Context: an optimization exercise on an open-source flow, tuned for small area and a short achievable clock period. The choices shown serve that exercise and are no tape-out recipe. The RTL was checked by simulation tests, not by an equivalence proof against the original design. Power and IR drop assume default switching activity.

Setup of north:
// apb_slave_mem_top
module apb_slave_mem_top (
  input  logic        PCLK,
  input  logic        PRESET,
  input  logic        PSEL,
  input  logic        PENABLE,
  input  logic [2:0]  PPROT,
  input  logic        PWRITE,
  input  logic [1:0]  PSTRB,
  input  logic [9:0]  PADDR,
  input  logic [15:0] PWDATA,
  output logic [15:0] PRDATA,
  output logic        PREADY,
  output logic        PSLVERR
);
  logic ph1_q, ph2_q, ph3_q, busy_q;
  logic ready_q, slverr_q;
  logic accept, go_resp, bus_err;
  logic [7:0] bus_ra, bus_rb;
  logic        wpend_q, wpend_d, wfire_q, wfire_d;
  logic [1:0]  wslot_q, wslot_d;
  logic [7:0]  wra_q, wra_d, wfa_q, wrb0_q, wrb1_q;
  logic [15:0] wdat_q;
  logic [1:0]  rot_q;
  logic [15:0] s0_q [64], s1_q [64], s2_q [64], s3_q [64];
  logic        rd_hit;
  logic [15:0] rd_word, rhold_q, rdata_q;
  logic unused_pprot;
  assign unused_pprot = ^{PPROT[2], PPROT[0], PADDR[0]};
  assign accept  = !busy_q && PSEL && !PENABLE;
  assign go_resp = ph3_q && PSEL;
  assign bus_err = PADDR[9] || (PADDR[8] && PPROT[1]);
  always_comb begin
    for (int i = 0; i < 8; i++) begin
      bus_ra[i] = (PADDR[5:3] == 3'(i));
      bus_rb[i] = (PADDR[8:6] == 3'(i)) && !bus_err;
    end
  ...
Settings: LEC_CHECK=0, CAP_MARGIN=20, CORE_MARGIN=2, CORE_UTILIZATION=65, CTS_CLUSTER_DIAMETER=80, CTS_CLUSTER_SIZE=30, SETUP_SLACK_MARGIN=2.6, SLEW_MARGIN=20; clock period 5.0 ns.
run.sh (not shown) runs the stock make flow with config.mk's settings and CLKGATE_MAP_FILE= SYNTH_SCRIPT=/design/flow/synth_recipe.tcl, a recipe that flattens the netlist after the stock synthesis.
The following lists how south was set up differently from north:
- a change of SETUP_SLACK_MARGIN from 2.6 to 2.5
- a change of CORE_UTILIZATION from 65 to 50
## What came out
north → south: power in sequential cells did not really move; overall routing resource usage went down 7.2 points; fraction of power consumed by combinational cells dropped 0.3 points; detailed-route wire length higher.
south ends up with lower area growth from synthesis to layout than north does.
north → south: overall power consumption saw an increase, detailed-routed wire length on met3 shows a reduction of 28%.
Of the two values seen for worst setup path startpoint, PADDR[7] was produced by south and PADDR[5] by north.

The RTL this note starts from:
==> flow/design.v <==
module soc_riscv_apb_wait_gen (
  input  logic [32*16-1:0] w_n_i,
  output logic [15:0]      w_o
);
  always_comb begin
    w_o = '0;
    for (int i = 0; i < 32; i++) w_o = w_o | ~w_n_i[16*i +: 16];
  end
endmodule
module soc_riscv_apb_slave_mem (
  input  logic [1:0]  sel_i,
  input  logic [15:0] w0_i,
  input  logic [15:0] w1_i,
  output logic [15:0] w_n_o
);
  assign w_n_o = ~((w0_i & {16{sel_i[0]}}) | (w1_i & {16{sel_i[1]}}));
endmodule
module apb_slave_mem_top (
  input  logic        PCLK,
  input  logic        PRESET,
  input  logic        PSEL,
  input  logic        PENABLE,
  input  logic [2:0]  PPROT,
  input  logic        PWRITE,
  input  logic [1:0]  PSTRB,
  input  logic [9:0]  PADDR,
  input  logic [15:0] PWDATA,
  output logic [15:0] PRDATA,
  output logic        PREADY,
  output logic        PSLVERR
);
  logic ph1_q, ph2_q, ph3_q, busy_q;
  logic ready_q, slverr_q;
  logic accept, go_resp, bus_err;
  logic [7:0] bus_ra, bus_rb;
  logic        wpend_q, wpend_d, wfire_q, wfire_d;
  logic [1:0]  wslot_q, wslot_d;
  logic [7:0]  wra_q, wra_d, wfa_q, wrb0_q, wrb1_q;
  logic [15:0] wdat_q;
  logic [1:0]  rot_q;
  logic [15:0] s0_q [64], s1_q [64], s2_q [64], s3_q [64];
  logic        rd_hit;
  logic [15:0] rd_word, rhold_q, rdata_q;
  logic unused_pprot;
  assign unused_pprot = ^{PPROT[2], PPROT[0], PADDR[0]};
  assign accept  = !busy_q && PSEL && !PENABLE;
  assign go_resp = ph3_q && PSEL;
  assign bus_err = PADDR[9] || (PADDR[8] && PPROT[1]);
  always_comb begin
    for (int i = 0; i < 8; i++) begin
      bus_ra[i] = (PADDR[5:3] == 3'(i));
      bus_rb[i] = (PADDR[8:6] == 3'(i));
    end
  end
  always_ff @(posedge PCLK or posedge PRESET) begin
    if (PRESET) begin
      ph1_q    <= 1'b0;
      ph2_q    <= 1'b0;
      ph3_q    <= 1'b0;
      busy_q   <= 1'b0;
      ready_q  <= 1'b0;
      slverr_q <= 1'b0;
    end else begin
      ph1_q    <= accept;
      ph2_q    <= ph1_q && PSEL;
      ph3_q    <= ph2_q && PSEL;
      busy_q   <= accept || ((ph1_q || ph2_q) && PSEL);
      ready_q  <= go_resp;
      slverr_q <= go_resp && bus_err;
    end
  end
  always_ff @(posedge PCLK) begin
    rot_q <= rot_q + 2'd1;
  end
  assign wpend_d = (go_resp && PWRITE && !bus_err) || (wpend_q && !wfire_q);
  assign wslot_d = go_resp ? PADDR[2:1] : wslot_q;
  assign wra_d   = go_resp ? bus_ra : wra_q;
  assign wfire_d = wpend_d && (rot_q + 2'd2 == wslot_d);
  always_ff @(posedge PCLK) begin
    wpend_q <= wpend_d;
    wfire_q <= wfire_d;
    wslot_q <= wslot_d;
    wra_q   <= wra_d;
    wfa_q   <= wra_d & {8{wfire_d}};
  end
  always_ff @(posedge PCLK) begin
    if (go_resp) begin
      wrb0_q <= bus_rb & {8{PSTRB[0]}};
      wrb1_q <= bus_rb & {8{PSTRB[1]}};
      wdat_q <= PWDATA;
    end
  end
  always_ff @(posedge PCLK) begin
    for (int r = 0; r < 64; r++) begin
      s3_q[r] <= s0_q[r];
      s2_q[r] <= s3_q[r];
      s1_q[r] <= s2_q[r];
      s0_q[r] <= s1_q[r];
      if (wfa_q[r % 8] && wrb0_q[r / 8]) s0_q[r][7:0]  <= wdat_q[7:0];
      if (wfa_q[r % 8] && wrb1_q[r / 8]) s0_q[r][15:8] <= wdat_q[15:8];
    end
  end
  assign rd_hit = (rot_q == PADDR[2:1]);
  logic [63:0]      rd_sel;
  logic [32*16-1:0] rd_pair_n;
  always_comb begin
    for (int r = 0; r < 64; r++) rd_sel[r] = bus_ra[r % 8] && bus_rb[r / 8];
  end
  for (genvar p = 0; p < 32; p++) begin : g_rd_pair
    soc_riscv_apb_slave_mem u_pair (
      .sel_i(rd_sel[2*p +: 2]),
      .w0_i (s0_q[2*p]),
      .w1_i (s0_q[2*p+1]),
      .w_n_o(rd_pair_n[16*p +: 16])
    );
  end
  soc_riscv_apb_wait_gen u_rd_or (
    .w_n_i(rd_pair_n),
    .w_o(rd_word)
  );
  always_ff @(posedge PCLK) begin
    rhold_q <= rd_hit ? (bus_err ? 16'h0000 : rd_word) : rdata_q;
    rdata_q <= rd_hit ? (bus_err ? 16'h0000 : rd_word) : rhold_q;
  end
  assign PREADY  = ready_q;
  assign PSLVERR = slverr_q;
  assign PRDATA  = rdata_q;
endmodule
clock: 5.0 ns
lec_check: 0
cap_margin: 20
core_margin: 2
core_utilization: 65
cts_cluster_diameter: 80
cts_cluster_size: 30
setup_slack_margin: 2.7
slew_margin: 20
synth_hierarchical: 1
standard.sh (not shown) runs the stock make flow with config.mk's settings and CLKGATE_MAP_FILE= SYNTH_SCRIPT=/design/flow/synth_recipe.tcl, a recipe that flattens the netlist after the stock synthesis.
==> flow/flow/run.sh <==
#!/bin/bash
# Own layout flow: the standard layout (standard.sh), with the slow
# complex cells (three- and four-high transistor stacks, 4:1 muxes, 4-input
# OR/NOR) also marked don't-use, so synthesis and timing repair build the
# read multiplexer from faster cells. Make's full output goes to
# make_finish.log in the work folder; ORFS keeps each step's log under
# orfs/logs.
set -euo pipefail
DONT_USE=" sky130_fd_sc_hd__probe_p_8 sky130_fd_sc_hd__probec_p_8 sky130_fd_sc_hd__lpflow_bleeder_1 sky130_fd_sc_hd__lpflow_clkbufkapwr_1 sky130_fd_sc_hd__lpflow_clkbufkapwr_16 sky130_fd_sc_hd__lpflow_clkbufkapwr_2 sky130_fd_sc_hd__lpflow_clkbufkapwr_4 sky130_fd_sc_hd__lpflow_clkbufkapwr_8 sky130_fd_sc_hd__lpflow_clkinvkapwr_1 sky130_fd_sc_hd__lpflow_clkinvkapwr_16 sky130_fd_sc_hd__lpflow_clkinvkapwr_2 sky130_fd_sc_hd__lpflow_clkinvkapwr_4 sky130_fd_sc_hd__lpflow_clkinvkapwr_8 sky130_fd_sc_hd__lpflow_decapkapwr_12 sky130_fd_sc_hd__lpflow_decapkapwr_3 sky130_fd_sc_hd__lpflow_decapkapwr_4 sky130_fd_sc_hd__lpflow_decapkapwr_6 sky130_fd_sc_hd__lpflow_decapkapwr_8 sky130_fd_sc_hd__lpflow_inputiso0n_1 sky130_fd_sc_hd__lpflow_inputiso0p_1 sky130_fd_sc_hd__lpflow_inputiso1n_1 sky130_fd_sc_hd__lpflow_inputiso1p_1 sky130_fd_sc_hd__lpflow_inputisolatch_1 sky130_fd_sc_hd__lpflow_isobufsrc_1 sky130_fd_sc_hd__lpflow_isobufsrc_16 sky130_fd_sc_hd__lpflow_isobufsrc_2 sky130_fd_sc_hd__lpflow_isobufsrc_4 sky130_fd_sc_hd__lpflow_isobufsrc_8 sky130_fd_sc_hd__lpflow_isobufsrckapwr_16 sky130_fd_sc_hd__lpflow_lsbuf_lh_hl_isowell_tap_1 sky130_fd_sc_hd__lpflow_lsbuf_lh_hl_isowell_tap_2 sky130_fd_sc_hd__lpflow_lsbuf_lh_hl_isowell_tap_4 sky130_fd_sc_hd__lpflow_lsbuf_lh_isowell_4 sky130_fd_sc_hd__lpflow_lsbuf_lh_isowell_tap_1 sky130_fd_sc_hd__lpflow_lsbuf_lh_isowell_tap_2 sky130_fd_sc_hd__lpflow_lsbuf_lh_isowell_tap_4  sky130_fd_sc_hd__a2111o_1 sky130_fd_sc_hd__a2111o_2 sky130_fd_sc_hd__a2111o_4 sky130_fd_sc_hd__a2111oi_0 sky130_fd_sc_hd__a2111oi_1 sky130_fd_sc_hd__a2111oi_2 sky130_fd_sc_hd__a2111oi_4 sky130_fd_sc_hd__a221o_1 sky130_fd_sc_hd__a221o_2 sky130_fd_sc_hd__a221o_4 sky130_fd_sc_hd__a221oi_1 sky130_fd_sc_hd__a221oi_2 sky130_fd_sc_hd__a221oi_4 sky130_fd_sc_hd__a222oi_1 sky130_fd_sc_hd__a2bb2o_1 sky130_fd_sc_hd__a2bb2o_2 sky130_fd_sc_hd__a2bb2o_4 sky130_fd_sc_hd__a311o_1 sky130_fd_sc_hd__a311o_2 sky130_fd_sc_hd__a311o_4 sky130_fd_sc_hd__a311oi_1 sky130_fd_sc_hd__a311oi_2 sky130_fd_sc_hd__a311oi_4 sky130_fd_sc_hd__a31o_1 sky130_fd_sc_hd__a31o_2 sky130_fd_sc_hd__a31o_4 sky130_fd_sc_hd__a31oi_1 sky130_fd_sc_hd__a31oi_2 sky130_fd_sc_hd__a31oi_4 sky130_fd_sc_hd__a32o_1 sky130_fd_sc_hd__a32o_2 sky130_fd_sc_hd__a32o_4 sky130_fd_sc_hd__a32oi_1 sky130_fd_sc_hd__a32oi_2 sky130_fd_sc_hd__a32oi_4 sky130_fd_sc_hd__a41o_1 sky130_fd_sc_hd__a41o_2 sky130_fd_sc_hd__a41o_4 sky130_fd_sc_hd__a41oi_1 sky130_fd_sc_hd__a41oi_2 sky130_fd_sc_hd__a41oi_4 sky130_fd_sc_hd__mux4_1 sky130_fd_sc_hd__mux4_2 sky130_fd_sc_hd__mux4_4 sky130_fd_sc_hd__nor4_1 sky130_fd_sc_hd__nor4_2 sky130_fd_sc_hd__nor4_4 sky130_fd_sc_hd__o2111a_1 sky130_fd_sc_hd__o2111a_2 sky130_fd_sc_hd__o2111a_4 sky130_fd_sc_hd__o2111ai_1 sky130_fd_sc_hd__o2111ai_2 sky130_fd_sc_hd__o2111ai_4 sky130_fd_sc_hd__o221a_1 sky130_fd_sc_hd__o221a_2 sky130_fd_sc_hd__o221a_4 sky130_fd_sc_hd__o221ai_1 sky130_fd_sc_hd__o221ai_2 sky130_fd_sc_hd__o221ai_4 sky130_fd_sc_hd__o2bb2a_1 sky130_fd_sc_hd__o2bb2a_2 sky130_fd_sc_hd__o2bb2a_4 sky130_fd_sc_hd__o311a_1 sky130_fd_sc_hd__o311a_2 sky130_fd_sc_hd__o311a_4 sky130_fd_sc_hd__o311ai_0 sky130_fd_sc_hd__o311ai_1 sky130_fd_sc_hd__o311ai_2 sky130_fd_sc_hd__o311ai_4 sky130_fd_sc_hd__o31a_1 sky130_fd_sc_hd__o31a_2 sky130_fd_sc_hd__o31a_4 sky130_fd_sc_hd__o31ai_1 sky130_fd_sc_hd__o31ai_2 sky130_fd_sc_hd__o31ai_4 sky130_fd_sc_hd__o32a_1 sky130_fd_sc_hd__o32a_2 sky130_fd_sc_hd__o32a_4 sky130_fd_sc_hd__o32ai_1 sky130_fd_sc_hd__o32ai_2 sky130_fd_sc_hd__o32ai_4 sky130_fd_sc_hd__o41a_1 sky130_fd_sc_hd__o41a_2 sky130_fd_sc_hd__o41a_4 sky130_fd_sc_hd__o41ai_1 sky130_fd_sc_hd__o41ai_2 sky130_fd_sc_hd__o41ai_4 sky130_fd_sc_hd__or4_1 sky130_fd_sc_hd__or4_2 sky130_fd_sc_hd__or4_4  sky130_fd_sc_hd__nor4b_1 sky130_fd_sc_hd__nor4b_2 sky130_fd_sc_hd__nor4b_4 sky130_fd_sc_hd__nor4bb_1 sky130_fd_sc_hd__nor4bb_2 sky130_fd_sc_hd__nor4bb_4 sky130_fd_sc_hd__or4b_1 sky130_fd_sc_hd__or4b_2 sky130_fd_sc_hd__or4b_4 sky130_fd_sc_hd__or4bb_1 sky130_fd_sc_hd__or4bb_2 sky130_fd_sc_hd__or4bb_4 "
bash standard.sh "DONT_USE_CELLS=$DONT_USE" finish > make_finish.log 2>&1
Edit:
Settings changed: CORE_UTILIZATION 65 to 75.
The changed run went through all stages and came out clean; critical path depth is higher by 2; setup slack hardly moves; register-to-register slack loses 0.08 ns; die area is lower by 13%; maximum frequency hardly moves; design area is about the same; total power hardly moves; area after synthesis does not change.
Edit:
Settings changed: CORE_UTILIZATION 75 to 65, SETUP_SLACK_MARGIN 2.7 to 3.0.
Result: Design area climbs slightly. Wire length climbs slightly. Setup slack is better by 0.055 ns. Via count came out lower slightly. Total power stays flat. Die area came out higher by about a fifth. Cell count rose by a few percent. Global-route usage came out lower by 3.4 points. Utilization came out lower by 10 points.
Edit:
Settings changed: CORE_UTILIZATION 65 to 70, CTS_CLUSTER_DIAMETER 80 to 90, CTS_CLUSTER_SIZE 30 to 34, SETUP_SLACK_MARGIN 3.0 to 2.55.
- clock power went down by about 4%
- via count went down by 0.64%
- register-to-register slack got worse by 0.44 ns
Edit:
Settings changed: CORE_UTILIZATION 70 to 58, CTS_CLUSTER_DIAMETER 90 to 80, CTS_CLUSTER_SIZE 34 to 30, SETUP_SLACK_MARGIN 2.55 to 3.0.
Outcome:
- hold slack is worse by 0.0078 ns
- total power rises slightly
- worst setup slack is better by 0.10 ns
- area after synthesis does not change
- global-route usage decreases by 3.6 points
- cell area went up slightly
- first-iteration DRC count shrinks by a few percent
- die area climbs by about a fifth
- count of clock-buffer cells in the layout climbs by 25
- routed wire length goes up by a few percent
- flip-flop and latch count is unchanged
Edit:
Settings changed: CORE_UTILIZATION 58 to 72.
Setup slack is worse by 0.12 ns.
Critical path depth does not change.
Sequential share of layout area grows by 0.59 points.
Clock skew came out lower by 0.015 ns.
Clock-buffer cell count shrinks by 11.

[re-timing with driven ports]
Ports are ideal in the flow. The routed layouts listed here were re-timed in OpenROAD. Step 1 (the two cells are an assumption about what drives the block):
set clk [get_ports {PCLK}]
set_driving_cell -lib_cell sky130_fd_sc_hd__clkbuf_16 $clk
set_driving_cell -lib_cell sky130_fd_sc_hd__buf_2 [delete_from_list [all_inputs] $clk]
Step 2, shift: input delay + t, output delay - t, t = (earliest + latest rising clock arrival at the registers) / 2. This alone moves slack from input paths to output paths. Three values: no drivers, after step 1, after step 2; two values: the first two.
run | t, ns | setup WS [ns] | worst setup path at the end | clock arrival spread, ns
north | 0.927 | 2.439 / 2.118 / 1.191 | input to register | 0.041 / 0.041
south | 0.940 | 2.355 / 2.127 / 1.187 | input to register | 0.065 / 0.064
the first run of note 2 | 0.913 | 2.531 / 2.485 / 1.601 | input to register | 0.027 / 0.027
the second run of note 2 | 0.905 | 2.533 / 2.498 / 1.604 | input to register | 0.029 / 0.030
the third run of note 2 | 0.895 | 2.588 / 2.513 / 1.622 | input to register | 0.034 / 0.035
the fourth run of note 2 | 0.907 | 2.452 / 2.469 / 1.562 | input to register | 0.026 / 0.026
the fifth run of note 2 | 0.913 | 2.553 / 2.429 / 1.516 | input to register | 0.038 / 0.037
the sixth run of note 2 | 0.883 | 2.437 / 2.429 / 1.546 | input to register | 0.029 / 0.029
After both steps setup and hold are still met in every run listed. The setup slack of north, which loses most, moves by -0.321 ns with the drivers and by -1.248 ns with both steps.
